Source: an optimization exercise on an open RTL-to-GDS flow (aim: small area, a short achievable clock period and few clock cycles). Production flows keep margins and buffers that such runs may drop. RTL that was checked went through simulation tests only; none was proved equivalent to the original. Power figures rest on the tool's default switching activity, not on a simulated workload.

==> violet <==
## servo_bus_status_frame_parser_core
module servo_bus_status_frame_parser_core (
    input  logic                            i_clk,
    input  logic                            i_rst_n,
    input  logic                            i_cfg_we,
    input  logic [sbsp_pkg::CFG_IDX_W-1:0]  i_cfg_idx,
    input  logic [sbsp_pkg::CFG_DATA_W-1:0] i_cfg_data,
    input  logic                            i_rx_valid,
    output logic                            o_rx_ready,
    input  logic [sbsp_pkg::BYTE_W-1:0]     i_rx_byte,
    output logic                            o_res_valid,
    input  logic                            i_res_ready,
    output logic [1:0]                      o_res_status,
    output logic [sbsp_pkg::BYTE_W-1:0]     o_res_servo_id,
    output logic [sbsp_pkg::BYTE_W-1:0]     o_res_error_byte,
    output logic                            o_res_data_valid,
    output logic [sbsp_pkg::BYTE_W-1:0]     o_res_data_byte,
    output logic [sbsp_pkg::PAR_W-1:0]      o_res_data_index,
    output logic                            o_res_last
);
export LEC_CHECK = 0
export CAP_MARGIN = 20
export CORE_MARGIN = 2
export CORE_UTILIZATION = 40
export CTS_CLUSTER_DIAMETER = 100
export CTS_CLUSTER_SIZE = 24
export PLACE_DENSITY = 0.6
export SETUP_SLACK_MARGIN = 3.0
export SLEW_MARGIN = 20
create_clock -name core_clock -period 5.0 [get_ports {i_clk}]
standard.sh (not shown) runs the stock make flow with config.mk's settings and CLKGATE_MAP_FILE= SYNTH_SCRIPT=/design/flow/synth_recipe.tcl, a recipe that flattens the netlist after the stock synthesis.
==> flow/flow/run.sh <==
#!/bin/bash
# The standard layout, with the port buffers made from buf_2 cells instead of the
# slower cells buffer_ports picks by itself. Each tool's full output goes to its own log.
set -euo pipefail
bash standard.sh BUFFER_PORTS_ARGS="-buffer_cell sky130_fd_sc_hd__buf_2" finish > standard_flow.log 2>&1
==> inputs of cedar, as changes to violet <==
--- a/flow/config.mk
+++ b/flow/config.mk
@@ -5,11 +5,11 @@
 export SDC_FILE = /design/flow/constraint.sdc
 export NUM_CORES = 4
 export LEC_CHECK = 0
 export CAP_MARGIN = 20
 export CORE_MARGIN = 2
-export CORE_UTILIZATION = 40
+export CORE_UTILIZATION = 55
 export CTS_CLUSTER_DIAMETER = 100
 export CTS_CLUSTER_SIZE = 24
-export PLACE_DENSITY = 0.6
+export PLACE_DENSITY = 0.7
 export SETUP_SLACK_MARGIN = 3.0
 export SLEW_MARGIN = 20
==> inputs of willow, as changes to violet <==
--- a/flow/design.v
+++ b/flow/design.v
@@ -85,11 +85,11 @@
     output logic                            o_res_data_valid,
     output logic [sbsp_pkg::BYTE_W-1:0]     o_res_data_byte,
     output logic [sbsp_pkg::PAR_W-1:0]      o_res_data_index,
     output logic                            o_res_last
 );
-    localparam int QD = 4;                  
+    localparam int QD = 3;                  
     localparam int QW = 2;
     logic [BYTE_W-1:0] r_scan_limit, n_scan_limit;
     logic [LEN_W-1:0]  r_max_length;
     always_comb begin
         n_scan_limit = r_scan_limit;
@@ -332,27 +332,28 @@
     logic [BYTE_W-1:0] r_oer;
     logic              r_odv;
     logic [BYTE_W-1:0] r_obyte;
     logic [PAR_W-1:0]  r_oidx;
     logic              r_olast;
-    logic              r_first;              
-    logic [PAR_W-1:0]  nidx;                 
     logic              r_rd;
-    logic              r_hl;                 
+    logic              r_act;                
+    logic [PAR_W-1:0]  r_alix;               
+    logic [PAR_W-1:0]  r_rk;                 
+    logic              r_al;                 
     logic              r_hdv;                
+    logic              r_hs;                 
     logic              ld;
     logic              qne;
     logic              take;
     logic              rd;
     logic [QW-1:0]     qh1;
     assign ld   = !r_ov || i_res_ready;
     assign qne  = (r_qn != '0);
-    assign take = ld && qne;
-    assign pop  = take && r_hl;
-    assign rd   = take && r_hdv;
-    assign qh1  = r_qh + 1'b1;
-    assign nidx = r_first ? '0 : r_oidx + 6'd1;
+    assign take = ld && (r_act || qne);
+    assign pop  = take && !r_act;
+    assign rd   = take && (r_act || r_hdv);
+    assign qh1  = (r_qh == QW'(QD - 1)) ? '0 : r_qh + 1'b1;
     logic dv_h, dv_h1, s_h, s_h1;
     assign dv_h  = (q_st[r_qh] == ST_OK) && !(q_lix[r_qh][5] && q_lix[r_qh][4]);
     assign dv_h1 = (q_st[qh1] == ST_OK) && !(q_lix[qh1][5] && q_lix[qh1][4]);
     assign s_h   = !dv_h  || (q_lix[r_qh] == '0);
     assign s_h1  = !dv_h1 || (q_lix[qh1] == '0);
@@ -364,50 +365,57 @@
             r_ov    <= 1'b0;
             r_qh    <= '0;
             r_qt    <= '0;
             r_qn    <= '0;
             r_pushd <= 1'b0;
-            r_first <= 1'b1;
+            r_act   <= 1'b0;
             r_rh    <= 6'd1;
             r_rl    <= 8'd1;
             r_rd    <= 1'b0;
         end else begin
-            if (ld) r_ov <= qne;
-            if (push) r_qt <= r_qt + 1'b1;
+            if (ld) r_ov <= r_act || qne;
+            if (push) r_qt <= (r_qt == QW'(QD - 1)) ? '0 : r_qt + 1'b1;
             if (pop)  r_qh <= qh1;
             r_pushd <= push;
             r_qn    <= pop ? qn_pop : qn_keep;
-            if (take) r_first <= r_hl;
+            if (take) r_act <= r_act ? !r_al : (r_hdv && !r_hs);
             if (rd) begin
                 r_rl <= {r_rl[6:0], r_rl[7]};
                 if (r_rl[7]) r_rh <= {r_rh[4:0], r_rh[5]};
             end
             r_rd <= rd;
         end
     end
     always_ff @(posedge i_clk) begin
         if (!qne) begin
-            r_hl  <= s_h;
             r_hdv <= dv_h;
-        end else if (take) begin
-            if (r_hl) begin
-                r_hl  <= s_h1;
-                r_hdv <= dv_h1;
-            end else begin
-                r_hl  <= (nidx + 6'd1) == q_lix[r_qh];
-            end
+            r_hs  <= s_h;
+        end else if (pop) begin
+            r_hdv <= dv_h1;
+            r_hs  <= s_h1;
+        end
+        if (take) begin
+            r_rk <= r_act ? r_rk + 6'd1 : 6'd1;
+            r_al <= r_act ? ((r_rk + 6'd1) == r_alix) : (q_lix[r_qh] == 6'd1);
         end
+        if (pop) r_alix <= q_lix[r_qh];
     end
     always_ff @(posedge i_clk) begin
         if (ld) begin
-            r_ost   <= q_st[r_qh];
-            r_oid   <= q_id[r_qh];
-            r_oer   <= q_er[r_qh];
-            r_odv   <= r_hdv;
-            r_obyte <= r_hdv ? buf_rdata : '0;
-            r_oidx  <= r_hdv ? nidx : '0;
-            r_olast <= r_hl;
+            if (r_act) begin
+                r_obyte <= buf_rdata;
+                r_oidx  <= r_rk;
+                r_olast <= r_al;
+            end else begin
+                r_ost   <= q_st[r_qh];
+                r_oid   <= q_id[r_qh];
+                r_oer   <= q_er[r_qh];
+                r_odv   <= r_hdv;
+                r_obyte <= r_hdv ? buf_rdata : '0;
+                r_oidx  <= '0;
+                r_olast <= r_hs;
+            end
         end
     end
     assign o_res_valid      = r_ov;
     assign o_res_status     = r_ost;
     assign o_res_servo_id   = r_oid;
@@ -436,15 +444,15 @@
     assign far = r_far;
     assign lim_small = (r_scan_limit <= 8'd2) || i_cfg_we;
     assign quiet = !i_cfg_we && ((r_ph_p && !r_cz && (!r_c1 || !r_bv))
                               || (r_ph_e && !r_lbad && r_lge4)
                               || (r_ph_h && far));
+    logic [QW:0] q_cnt;
+    assign q_cnt = r_qn + {{QW{1'b0}}, r_pushd};
     always_comb begin
-        if (lim_small) q_ok = (r_qn <= (QW+1)'(QD - 3)) && !r_pushd
-                           || (r_qn <= (QW+1)'(QD - 4)) || (pop && r_qn <= (QW+1)'(QD - 2)) && !r_pushd;
-        else           q_ok = (r_qn <= (QW+1)'(QD - 1)) && !r_pushd
-                           || (r_qn <= (QW+1)'(QD - 2)) || pop;
+        if (lim_small) q_ok = (q_cnt <= (QW+1)'(QD - 3)) || (pop && q_cnt <= (QW+1)'(QD - 2));
+        else           q_ok = (q_cnt <= (QW+1)'(QD - 1)) || pop;
     end
     always_comb begin
         wsum = 2'd0;
         if (r_ph_p) begin
             if (r_cz)                  wsum = 2'd1;
--- a/flow/config.mk
+++ b/flow/config.mk
@@ -3,10 +3,11 @@
 export DESIGN_NICKNAME = servo_bus_status_frame_parser_core
 export VERILOG_FILES = /design/flow/design.v
 export SDC_FILE = /design/flow/constraint.sdc
 export NUM_CORES = 4
 export LEC_CHECK = 0
+export ABC_AREA = 1
 export CAP_MARGIN = 20
 export CORE_MARGIN = 2
 export CORE_UTILIZATION = 40
 export CTS_CLUSTER_DIAMETER = 100
 export CTS_CLUSTER_SIZE = 24
==> inputs of sierra, as changes to violet <==
--- a/flow/design.v
+++ b/flow/design.v
@@ -125,23 +125,12 @@
     logic              r_c1,    n_c1;        
     logic              r_lge4,  n_lge4;      
     logic [PAR_W-1:0]  r_lix,   n_lix;       
     logic [5:0]        r_wh;                 
     logic [7:0]        r_wl;                 
-    logic [2:0]        r_fh;                 
-    logic [2:0]        r_fl;                 
-    logic [2:0]        wh_enc, wl_enc;
-    logic [5:0]        fh_dec;
-    logic [7:0]        fl_dec;
-    always_comb begin
-        wh_enc = '0;
-        wl_enc = '0;
-        for (int g = 0; g < 6; g++) if (r_wh[g]) wh_enc = wh_enc | 3'(g);
-        for (int j = 0; j < 8; j++) if (r_wl[j]) wl_enc = wl_enc | 3'(j);
-        for (int g = 0; g < 6; g++) fh_dec[g] = (r_fh == 3'(g));
-        for (int j = 0; j < 8; j++) fl_dec[j] = (r_fl == 3'(j));
-    end
+    logic [5:0]        r_fh;                 
+    logic [7:0]        r_fl;
     logic              r_disc;               
     logic              buf_we;
     logic              is_ff;
     logic              len_ok;
     logic              sum_ok;
@@ -259,28 +248,28 @@
             r_ph_e <= 1'b0; r_ph_p <= 1'b0; r_ph_c <= 1'b0;
             r_pff  <= 1'b0;
             r_sc   <= 8'd1;
             r_wh   <= 6'd1;
             r_wl   <= 8'd1;
-            r_fh   <= '0;
-            r_fl   <= '0;
+            r_fh   <= 6'd1;
+            r_fl   <= 8'd1;
             r_disc <= 1'b0;
         end else begin
             r_ph_h <= n_ph_h; r_ph_i <= n_ph_i; r_ph_l <= n_ph_l;
             r_ph_e <= n_ph_e; r_ph_p <= n_ph_p; r_ph_c <= n_ph_c;
             r_pff  <= n_pff;
             r_sc   <= n_sc;
             if (r_disc) begin
-                r_wh <= fh_dec;
-                r_wl <= fl_dec;
+                r_wh <= r_fh;
+                r_wl <= r_fl;
             end else if (buf_we) begin
                 r_wl <= {r_wl[6:0], r_wl[7]};
                 if (r_wl[7]) r_wh <= {r_wh[4:0], r_wh[5]};
             end
             if (r_ph_i) begin
-                r_fh <= wh_enc;
-                r_fl <= wl_enc;
+                r_fh <= r_wh;
+                r_fl <= r_wl;
             end
             r_disc <= disc;
         end
     end
     always_ff @(posedge i_clk) begin
@@ -307,37 +296,40 @@
         .i_rhi   (r_rh),
         .i_rlo   (r_rl),
         .o_rdata (buf_rdata)
     );
     logic [1:0]        q_st  [QD];
+    logic              q_dv  [QD];
     logic [BYTE_W-1:0] q_id  [QD];
     logic [BYTE_W-1:0] q_er  [QD];
     logic [PAR_W-1:0]  q_lix [QD];
+    logic              q_s   [QD];           
     logic [QW-1:0]     r_qh, r_qt;
     logic [QW:0]       r_qn;
     logic              r_pushd;
     logic              q_full;
     logic              pop;
     assign q_full = (r_qn == (QW+1)'(QD)) || (r_pushd && r_qn == (QW+1)'(QD - 1));
     always_ff @(posedge i_clk) begin
         if (r_bv && !q_full) begin
             q_st[r_qt]  <= push_st;
+            q_dv[r_qt]  <= push_dv;
             q_id[r_qt]  <= push_id;
             q_er[r_qt]  <= push_er;
             q_lix[r_qt] <= r_lix;
+            q_s[r_qt]   <= !push_dv || (r_lix == '0);
         end
     end
     logic              r_ov;
     logic [1:0]        r_ost;
     logic [BYTE_W-1:0] r_oid;
     logic [BYTE_W-1:0] r_oer;
     logic              r_odv;
     logic [BYTE_W-1:0] r_obyte;
     logic [PAR_W-1:0]  r_oidx;
     logic              r_olast;
-    logic              r_first;              
-    logic [PAR_W-1:0]  nidx;                 
+    logic [PAR_W-1:0]  r_rk;
     logic              r_rd;
     logic              r_hl;                 
     logic              r_hdv;                
     logic              ld;
     logic              qne;
@@ -348,65 +340,59 @@
     assign qne  = (r_qn != '0);
     assign take = ld && qne;
     assign pop  = take && r_hl;
     assign rd   = take && r_hdv;
     assign qh1  = r_qh + 1'b1;
-    assign nidx = r_first ? '0 : r_oidx + 6'd1;
-    logic dv_h, dv_h1, s_h, s_h1;
-    assign dv_h  = (q_st[r_qh] == ST_OK) && !(q_lix[r_qh][5] && q_lix[r_qh][4]);
-    assign dv_h1 = (q_st[qh1] == ST_OK) && !(q_lix[qh1][5] && q_lix[qh1][4]);
-    assign s_h   = !dv_h  || (q_lix[r_qh] == '0);
-    assign s_h1  = !dv_h1 || (q_lix[qh1] == '0);
     logic [QW:0] qn_pop, qn_keep;
     assign qn_pop  = r_pushd ? r_qn : r_qn - 1'b1;
     assign qn_keep = r_pushd ? r_qn + 1'b1 : r_qn;
     always_ff @(posedge i_clk) begin
         if (!i_rst_n) begin
             r_ov    <= 1'b0;
             r_qh    <= '0;
             r_qt    <= '0;
             r_qn    <= '0;
             r_pushd <= 1'b0;
-            r_first <= 1'b1;
+            r_rk    <= '0;
             r_rh    <= 6'd1;
             r_rl    <= 8'd1;
             r_rd    <= 1'b0;
         end else begin
             if (ld) r_ov <= qne;
             if (push) r_qt <= r_qt + 1'b1;
             if (pop)  r_qh <= qh1;
             r_pushd <= push;
             r_qn    <= pop ? qn_pop : qn_keep;
-            if (take) r_first <= r_hl;
+            if (take) r_rk <= r_hl ? '0 : r_rk + 6'd1;
             if (rd) begin
                 r_rl <= {r_rl[6:0], r_rl[7]};
                 if (r_rl[7]) r_rh <= {r_rh[4:0], r_rh[5]};
             end
             r_rd <= rd;
         end
     end
     always_ff @(posedge i_clk) begin
         if (!qne) begin
-            r_hl  <= s_h;
-            r_hdv <= dv_h;
+            r_hl  <= q_s[r_qh];
+            r_hdv <= q_dv[r_qh];
         end else if (take) begin
             if (r_hl) begin
-                r_hl  <= s_h1;
-                r_hdv <= dv_h1;
+                r_hl  <= q_s[qh1];
+                r_hdv <= q_dv[qh1];
             end else begin
-                r_hl  <= (nidx + 6'd1) == q_lix[r_qh];
+                r_hl  <= (r_rk + 6'd1) == q_lix[r_qh];
             end
         end
     end
     always_ff @(posedge i_clk) begin
         if (ld) begin
             r_ost   <= q_st[r_qh];
             r_oid   <= q_id[r_qh];
             r_oer   <= q_er[r_qh];
             r_odv   <= r_hdv;
             r_obyte <= r_hdv ? buf_rdata : '0;
-            r_oidx  <= r_hdv ? nidx : '0;
+            r_oidx  <= r_hdv ? r_rk : '0;
             r_olast <= r_hl;
         end
     end
     assign o_res_valid      = r_ov;
     assign o_res_status     = r_ost;
--- a/flow/config.mk
+++ b/flow/config.mk
@@ -6,10 +6,10 @@
 export NUM_CORES = 4
 export LEC_CHECK = 0
 export CAP_MARGIN = 20
 export CORE_MARGIN = 2
 export CORE_UTILIZATION = 40
-export CTS_CLUSTER_DIAMETER = 100
-export CTS_CLUSTER_SIZE = 24
+export CTS_CLUSTER_DIAMETER = 80
+export CTS_CLUSTER_SIZE = 30
 export PLACE_DENSITY = 0.6
 export SETUP_SLACK_MARGIN = 3.0
 export SLEW_MARGIN = 20
==> impl_results.rst <==
.. list-table::
   :header-rows: 1

   * - Metric
     - Value
   * - Share of cell area taken by multi-input logic gates
     - 25.6%
   * - Via density per instance
     - 5.30
   * - Weighted congestion at the end of routability-driven global placement
     - 0.823
   * - Status
     - no timing/DRC/antenna violations
   * - Internal power
     - 8.67 mW
   * - Dpl cells
     - 3,166
   * - Combinational-cell power consumption
     - 3.57 mW
   * - Post-synthesis xor/xnor area fraction
     - 0.933%
   * - Chip Height
     - 260 um
   * - Largest registers
     - u_param_buf.mem: 384 flops, q_er: 24 flops, q_id: 24 flops
   * - Multi-input gates
     - 1,422
   * - Arrival time at the worst endpoint
     - 2.51 ns
Source of the figures above: willow

==> impl_results.rst <==
.. list-table::
   :header-rows: 1

   * - Metric
     - Value
   * - Chip Height
     - 261 um
   * - Weighted congestion at the end of routability-driven global placement
     - 0.805
   * - Combinational-cell power consumption
     - 2.44 mW
   * - Share of cell area taken by multi-input logic gates
     - 25.8%
   * - Status
     - no timing/DRC/antenna violations
   * - Largest registers
     - u_param_buf.mem: 384 flops, q_er: 32 flops, q_id: 32 flops
   * - Multi-input gates
     - 985
   * - Dpl cells
     - 2,630
   * - Arrival time at the worst endpoint
     - 2.73 ns
   * - Via density per instance
     - 5.78
Source of the figures above: violet

==> impl_results.rst <==
.. list-table::
   :header-rows: 1

   * - Metric
     - Value
   * - Count of boundary I/O pins
     - 58
   * - Multi-input gates
     - 984
   * - Weighted congestion at the end of routability-driven global placement
     - 0.819
   * - Arrival time at the worst endpoint
     - 1.39 ns
   * - Total length of routed wires
     - 66.9 mm
   * - Status
     - no timing/DRC/antenna violations
   * - Horizontal extent of the die
     - 223 um
   * - Largest registers
     - u_param_buf.mem: 384 flops, q_er: 32 flops, q_id: 32 flops
   * - Dpl cells
     - 2,379
   * - Internal power
     - 8.42 mW
   * - Share of cell area taken by multi-input logic gates
     - 26.1%
   * - Via density per instance
     - 6.46
   * - Post-synthesis xor/xnor area fraction
     - 1.53%
Source of the figures above: cedar

==> impl_results.rst <==
.. list-table::
   :header-rows: 1

   * - Metric
     - Value
   * - Combinational-cell power consumption
     - 2.49 mW
   * - Chip Height
     - 264 um
   * - Status
     - no timing/DRC/antenna violations
   * - Arrival time at the worst endpoint
     - 1.27 ns
   * - Share of cell area taken by multi-input logic gates
     - 25.7%
   * - Weighted congestion at the end of routability-driven global placement
     - 0.794
   * - Multi-input gates
     - 993
   * - Internal power
     - 8.75 mW
   * - Largest registers
     - u_param_buf.mem: 384 flops, q_er: 32 flops, q_id: 32 flops
   * - Via density per instance
     - 5.81
Source of the figures above: sierra

Testbench counts of willow, summed over its fixed seeds: cycles 43,520.
Testbench counts of sierra, summed over its fixed seeds: cycles 43,404.
Function not checked in violet and cedar: the RTL went through the layout flow alone.

what the ideal ports hide:
How much do the figures lean on ideal ports? The routed layouts below were timed once more, with nothing changed but the port constraints.
Step 1, drivers: a clkbuf_16 drives i_clk and a buf_2 each remaining input, both assumed.
Step 2, shift: input delay + t, output delay - t, t = (earliest + latest rising clock arrival at the registers) / 2. This alone moves slack from input paths to output paths.
Slacks: ideal ports / drivers / drivers and shift; pairs: ideal ports / drivers.
| run | shift t [ns] | slack for setup (ns) | hold WS [ns] | worst register clock-pin slew, ns |
|---|---|---|---|---|
| violet | 0.676 | 2.725 / 2.691 / 2.441 | 0.469 / 0.433 / 0.469 | 0.10 / 0.10 |
| cedar | 0.684 | 2.612 / 2.558 / 2.384 | 0.448 / 0.416 / 0.464 | 0.10 / 0.10 |
| willow | 0.680 | 2.771 / 2.771 / 2.591 | 0.467 / 0.443 / 0.467 | 0.10 / 0.10 |
| sierra | 0.674 | 2.731 / 2.672 / 2.459 | 0.464 / 0.432 / 0.464 | 0.11 / 0.11 |
After both steps setup and hold are still met in every run listed. The setup slack of violet, which loses most, moves by -0.034 ns with the drivers and by -0.284 ns with both steps.
